Context: an optimization exercise on an open-source flow, tuned for small area. The choices shown serve that exercise and are no tape-out recipe. The RTL was checked by simulation tests, not by an equivalence proof against the original design. Power and IR drop assume default switching activity.

Setup of v6:
==> flow/design.v (excerpt) <==
module vec_mem_sequencer #(
  parameter int unsigned ADDR_W = 9,
  parameter int unsigned MEM_W  = 32,
  parameter int unsigned LANES  = 32,
  parameter int unsigned LANE_W = 16,
  parameter int unsigned NREQ   = 4
) (
  input  logic                      clk,
  input  logic                      rst_n,
  input  logic [NREQ-1:0]           ld_req,
  input  logic [NREQ*ADDR_W-1:0]    ld_idx,
  input  logic                      st_req,
  input  logic [ADDR_W-1:0]         st_idx,
  input  logic [LANES*LANE_W-1:0]   st_data,
  output logic [NREQ-1:0]           ld_grant,
  output logic [NREQ-1:0]           ld_done,
  output logic [LANES*LANE_W-1:0]   ld_data,
  output logic                      st_done,
  output logic                      err,
  output logic                      busy,
  output logic [ADDR_W-1:0]         mem_addr,
  output logic                      mem_we,
  output logic [MEM_W-1:0]          mem_wdata,
  input  logic [MEM_W-1:0]          mem_rdata
);
For scale: ~3,500 cells after synthesis, about 1,100 flip-flops, ~1,200 I/O pins, roughly 37,000 um^2 of cells after synthesis.
clock: 5.0 ns
lec_check: 0
cap_margin: 20
core_area: 2 2 418 418
die_area: 0 0 420 420
slew_margin: 20
run.sh (not shown) runs the stock make flow with config.mk's settings and CLKGATE_MAP_FILE= SYNTH_SCRIPT=/design/flow/synth_recipe.tcl, a recipe that flattens the netlist after the stock synthesis.
Having completed the whole flow, v6 delivered a layout that passed the timing, DRC and antenna checks.
The following lists how v7 was set up differently from v6:
Settings: CORE_UTILIZATION newly set to 40; DIE_AREA removed (was 0 0 420 420); CORE_AREA removed (was 2 2 418 418); CORE_MARGIN newly set to 2.
==> comparison <==
- Re simple logic cell fraction of the synthesized area: no difference whatsoever between v7 and v6.
- Taking v6 as the reference, in v7 area after synthesis was more or less identical, share of async-settable or async-resettable flops after synthesis roughly the same, die height shows a reduction of about 26%, initial cell density of the core moved up.
- Share of the yosys chip area belonging to registers came out exactly the same in v6 and v7.
- Floorplan die width: v7 vs v6 down 26%
- v7 -> v6: number of enable flip-flop cells after synthesis delta 0, exact match
- v7 terminated abnormally: I/O pin placement (3_2_place_iop) reported PPL-0024.

========
== the reference run ==
The RTL this note starts from:
==> flow/design.v <==
module vec_mem_sequencer #(
  parameter int unsigned ADDR_W = 9,
  parameter int unsigned MEM_W  = 32,
  parameter int unsigned LANES  = 32,
  parameter int unsigned LANE_W = 16,
  parameter int unsigned NREQ   = 4
) (
  input  logic                      clk,
  input  logic                      rst_n,
  input  logic [NREQ-1:0]           ld_req,
  input  logic [NREQ*ADDR_W-1:0]    ld_idx,
  input  logic                      st_req,
  input  logic [ADDR_W-1:0]         st_idx,
  input  logic [LANES*LANE_W-1:0]   st_data,
  output logic [NREQ-1:0]           ld_grant,
  output logic [NREQ-1:0]           ld_done,
  output logic [LANES*LANE_W-1:0]   ld_data,
  output logic                      st_done,
  output logic                      err,
  output logic                      busy,
  output logic [ADDR_W-1:0]         mem_addr,
  output logic                      mem_we,
  output logic [MEM_W-1:0]          mem_wdata,
  input  logic [MEM_W-1:0]          mem_rdata
);
  localparam int unsigned PTR_W = 2;
  localparam int unsigned CNT_W = 5;
  localparam int unsigned VEC_W = LANES * LANE_W;
  localparam int unsigned BUF_W = VEC_W - LANE_W;
  logic [CNT_W-1:0]   cnt_q;
  logic [PTR_W-1:0]   ptr_q, pick;
  logic [ADDR_W-1:0]  pick_idx;
  logic [BUF_W-1:0]   buf_q;
  logic [VEC_W-1:0]   ldn_q;
  logic               ldz_q;
  logic [NREQ-1:0]    ld_grant_q, ld_done_q;
  logic               idle_q, hold_q;
  logic               lacc_q, drain_q, st_done_q, err_q, busy_q, mem_we_q;
  logic [ADDR_W-1:0]  mem_addr_q;
  logic [LANE_W-1:0]  wlane_q;
  logic arb, acc, last, st_ok, ld_ok, st_acc, ld_acc;
  always_comb begin
    pick = ptr_q;
    for (int i = NREQ - 1; i >= 0; i--)
      if (ld_req[PTR_W'(32'(ptr_q) + 32'(i))]) pick = PTR_W'(32'(ptr_q) + 32'(i));
    pick_idx = ld_idx[32'(pick)*ADDR_W +: ADDR_W];
  end
  assign arb    = !busy_q && !err_q;
  assign acc    = lacc_q || mem_we_q;
  assign last   = (cnt_q == CNT_W'(LANES-1));
  assign st_ok  = (st_idx <= ADDR_W'(512 - LANES));
  assign ld_ok  = (pick_idx <= ADDR_W'(512 - LANES));
  assign st_acc = arb && st_req && st_ok;
  assign ld_acc = arb && !st_req && (|ld_req) && ld_ok;
  logic [BUF_W-1:0] buf_d;
  for (genvar j = 0; j < LANES - 1; j++) begin : g_lane
    logic [LANE_W-1:0] src, st_l;
    assign st_l = st_data[(j+1)*LANE_W +: LANE_W];
    if (j == LANES - 2) begin : g_top
      assign src = mem_rdata[LANE_W-1:0];
    end else begin : g_mid
      assign src = buf_q[(j+1)*LANE_W +: LANE_W];
    end
    assign buf_d[j*LANE_W +: LANE_W] =
      ~(({LANE_W{idle_q}} | src) & ({LANE_W{busy_q}} | st_l));
  end
  logic [VEC_W-1:0] ld_new, ld_out;
  for (genvar k = 0; k < LANES; k++) begin : g_new
    if (k == LANES - 1) begin : g_rd
      assign ld_new[k*LANE_W +: LANE_W] = mem_rdata[LANE_W-1:0];
    end else if (k % 2 == 1) begin : g_odd
      assign ld_new[k*LANE_W +: LANE_W] = buf_q[k*LANE_W +: LANE_W];
    end else if (k == 0) begin : g_zero
      assign ld_new[k*LANE_W +: LANE_W] = ~buf_q[k*LANE_W +: LANE_W];
    end else begin : g_even
      assign ld_new[k*LANE_W +: LANE_W] = buf_d[(k-1)*LANE_W +: LANE_W];
    end
  end
  assign ld_out = ~(ldn_q | {VEC_W{ldz_q}});
  always_ff @(posedge clk) begin
    buf_q <= buf_d;
    ldn_q <= ~(({VEC_W{drain_q}} | ld_out) & ({VEC_W{hold_q}} | ld_new));
  end
  always_ff @(posedge clk or negedge rst_n) begin
    if (!rst_n) ldz_q <= 1'b1;
    else        ldz_q <= ldz_q && !drain_q;
  end
  always_ff @(posedge clk or negedge rst_n) begin
    if (!rst_n) begin
      cnt_q      <= '0;
      ptr_q      <= '0;
      ld_grant_q <= '0;
      ld_done_q  <= '0;
      lacc_q     <= 1'b0;
      drain_q    <= 1'b0;
      hold_q     <= 1'b1;
      idle_q     <= 1'b1;
      st_done_q  <= 1'b0;
      err_q      <= 1'b0;
      busy_q     <= 1'b0;
      mem_we_q   <= 1'b0;
      mem_addr_q <= '0;
      wlane_q    <= '0;
    end else begin
      cnt_q     <= acc ? cnt_q + CNT_W'(1) : '0;
      lacc_q    <= ld_acc || (lacc_q && !last);
      mem_we_q  <= st_acc || (mem_we_q && !last);
      drain_q   <= lacc_q && last;
      hold_q    <= !(lacc_q && last);
      st_done_q <= mem_we_q && last;
      ld_done_q <= drain_q ? ld_grant_q : '0;
      busy_q    <= st_acc || ld_acc || acc || drain_q;
      idle_q    <= !(st_acc || ld_acc || acc || drain_q);
      err_q     <= arb && (st_req ? !st_ok : (|ld_req && !ld_ok));
      if (busy_q)
        ld_grant_q <= (lacc_q || drain_q) ? ld_grant_q : '0;
      else
        ld_grant_q <= (arb && !st_req && |ld_req) ? NREQ'(1) << pick : '0;
      if (ld_acc) ptr_q <= pick + PTR_W'(1);
      if (st_acc)
        mem_addr_q <= st_idx;
      else if (ld_acc)
        mem_addr_q <= pick_idx;
      else if (acc && !last)
        mem_addr_q <= mem_addr_q + ADDR_W'(1);
      else
        mem_addr_q <= '0;
      if (st_acc)
        wlane_q <= st_data[LANE_W-1:0];
      else if (mem_we_q && !last)
        wlane_q <= buf_q[LANE_W-1:0] ^ {LANE_W{~cnt_q[0]}};
      else
        wlane_q <= '0;
    end
  end
  assign ld_grant  = ld_grant_q;
  assign ld_done   = ld_done_q;
  assign ld_data   = ld_out;
  assign st_done   = st_done_q;
  assign err       = err_q;
  assign busy      = busy_q;
  assign mem_addr  = mem_addr_q;
  assign mem_we    = mem_we_q;
  assign mem_wdata = {{(MEM_W-LANE_W){wlane_q[LANE_W-1]}}, wlane_q};
endmodule
==> flow/config.mk <==
export PLATFORM = sky130hd
export DESIGN_NAME = vec_mem_sequencer
export DESIGN_NICKNAME = vec_mem_sequencer
export VERILOG_FILES = /design/flow/design.v
export SDC_FILE = /design/flow/constraint.sdc
export NUM_CORES = 4
export LEC_CHECK = 0
export CAP_MARGIN = 20
export CORE_AREA = 2 2 418 418
export DIE_AREA = 0 0 420 420
export SLEW_MARGIN = 20
==> flow/constraint.sdc <==
create_clock -name core_clock -period 5.0 [get_ports {clk}]
set_input_delay 1.0000 -clock core_clock [delete_from_list [all_inputs] [get_ports {clk}]]
set_output_delay 1.0000 -clock core_clock [all_outputs]
set_load 0.01 [all_outputs]
standard.sh (not shown) runs the stock make flow with config.mk's settings and CLKGATE_MAP_FILE= SYNTH_SCRIPT=/design/flow/synth_recipe.tcl, a recipe that flattens the netlist after the stock synthesis.
==> flow/flow/run.sh <==
#!/bin/bash
# The standard layout with two changes to how it is made; synthesis runs unchanged.
# - buffer_ports: every input and output port still gets its own buffer, but the
#   buffer is sky130_fd_sc_hd__buf_1 instead of the cell buffer_ports picks.
# - clock tree: clkbuf_8 buffers, sinks clustered up to 18 per leaf buffer within
#   60 um, and no dummy loads.
set -euo pipefail
bash standard.sh synth > synth.log 2>&1
export BUFFER_PORTS_ARGS="-buffer_cell sky130_fd_sc_hd__buf_1"
export CTS_ARGS="-sink_clustering_enable -repair_clock_nets -buf_list {sky130_fd_sc_hd__clkbuf_8} -sink_clustering_size 18 -sink_clustering_max_diameter 60 -dont_use_dummy_load"
bash standard.sh finish > layout.log 2>&1
Input changes introduced in the trial run (baseline for comparison: the reference run):
diff --git a/flow/flow/run.sh b/flow/flow/run.sh
--- a/flow/flow/run.sh
+++ b/flow/flow/run.sh
@@ -5,2 +5,2 @@
-# - clock tree: clkbuf_8 buffers, sinks clustered up to 18 per leaf buffer within
-#   60 um, and no dummy loads.
+# - clock tree: clkbuf_8 buffers, sinks clustered up to 16 per leaf buffer within
+#   50 um, and no dummy loads.
@@ -10 +10 @@
-export CTS_ARGS="-sink_clustering_enable -repair_clock_nets -buf_list {sky130_fd_sc_hd__clkbuf_8} -sink_clustering_size 18 -sink_clustering_max_diameter 60 -dont_use_dummy_load"
+export CTS_ARGS="-sink_clustering_enable -repair_clock_nets -buf_list {sky130_fd_sc_hd__clkbuf_8} -sink_clustering_size 16 -sink_clustering_max_diameter 50 -dont_use_dummy_load"
Findings:
- Going from the reference run to the trial run, the worst setup slack was found to have gone up by 0.055 ns.
- When the trial run is measured against the reference run, its cell-internal power turns out about 1.6% higher.
- On wire length of the first global-routing pass, the trial run and the reference run are neck and neck.
- Taking the reference run as the reference, in the trial run via count saw an increase; total of clock buffers placed in the layout saw an increase; area of all placed cells without fillers saw an increase; achievable clock frequency saw an increase.
- The trial run finished end to end and its layout was clean on timing, DRC and antenna.

port drivers added, routing unchanged:
In the flow no input, the clock included, has a driving cell. The finished layouts below were timed again as built, in two steps.
Step 1 (the two cells are an assumption about what drives the block):
set clk [get_ports {clk}]
set_driving_cell -lib_cell sky130_fd_sc_hd__clkbuf_16 $clk
set_driving_cell -lib_cell sky130_fd_sc_hd__buf_2 [delete_from_list [all_inputs] $clk]
Step 2 moves the port delays by t, midway between the first and last clock arrival at a register: inputs arrive t later, outputs are due t later. That takes back most of the time a late clock gives input paths.
Slacks: ideal ports / drivers / drivers and shift; pairs: ideal ports / drivers.
run | shift t [ns] | setup slack, ns | hold WS [ns]
v6 | 0.827 | 1.562 / 1.583 / 0.756 | 0.234 / 0.211 / 0.413
the reference run | 0.871 | 0.825 / 0.739 / 0.339 | 0.264 / 0.202 / 0.368
the trial run | 0.918 | 0.880 / 0.794 / 0.320 | 0.270 / 0.219 / 0.357
After both steps setup and hold are still met in every run listed. The setup slack of v6, which loses most, moves by +0.021 ns with the drivers and by -0.806 ns with both steps.
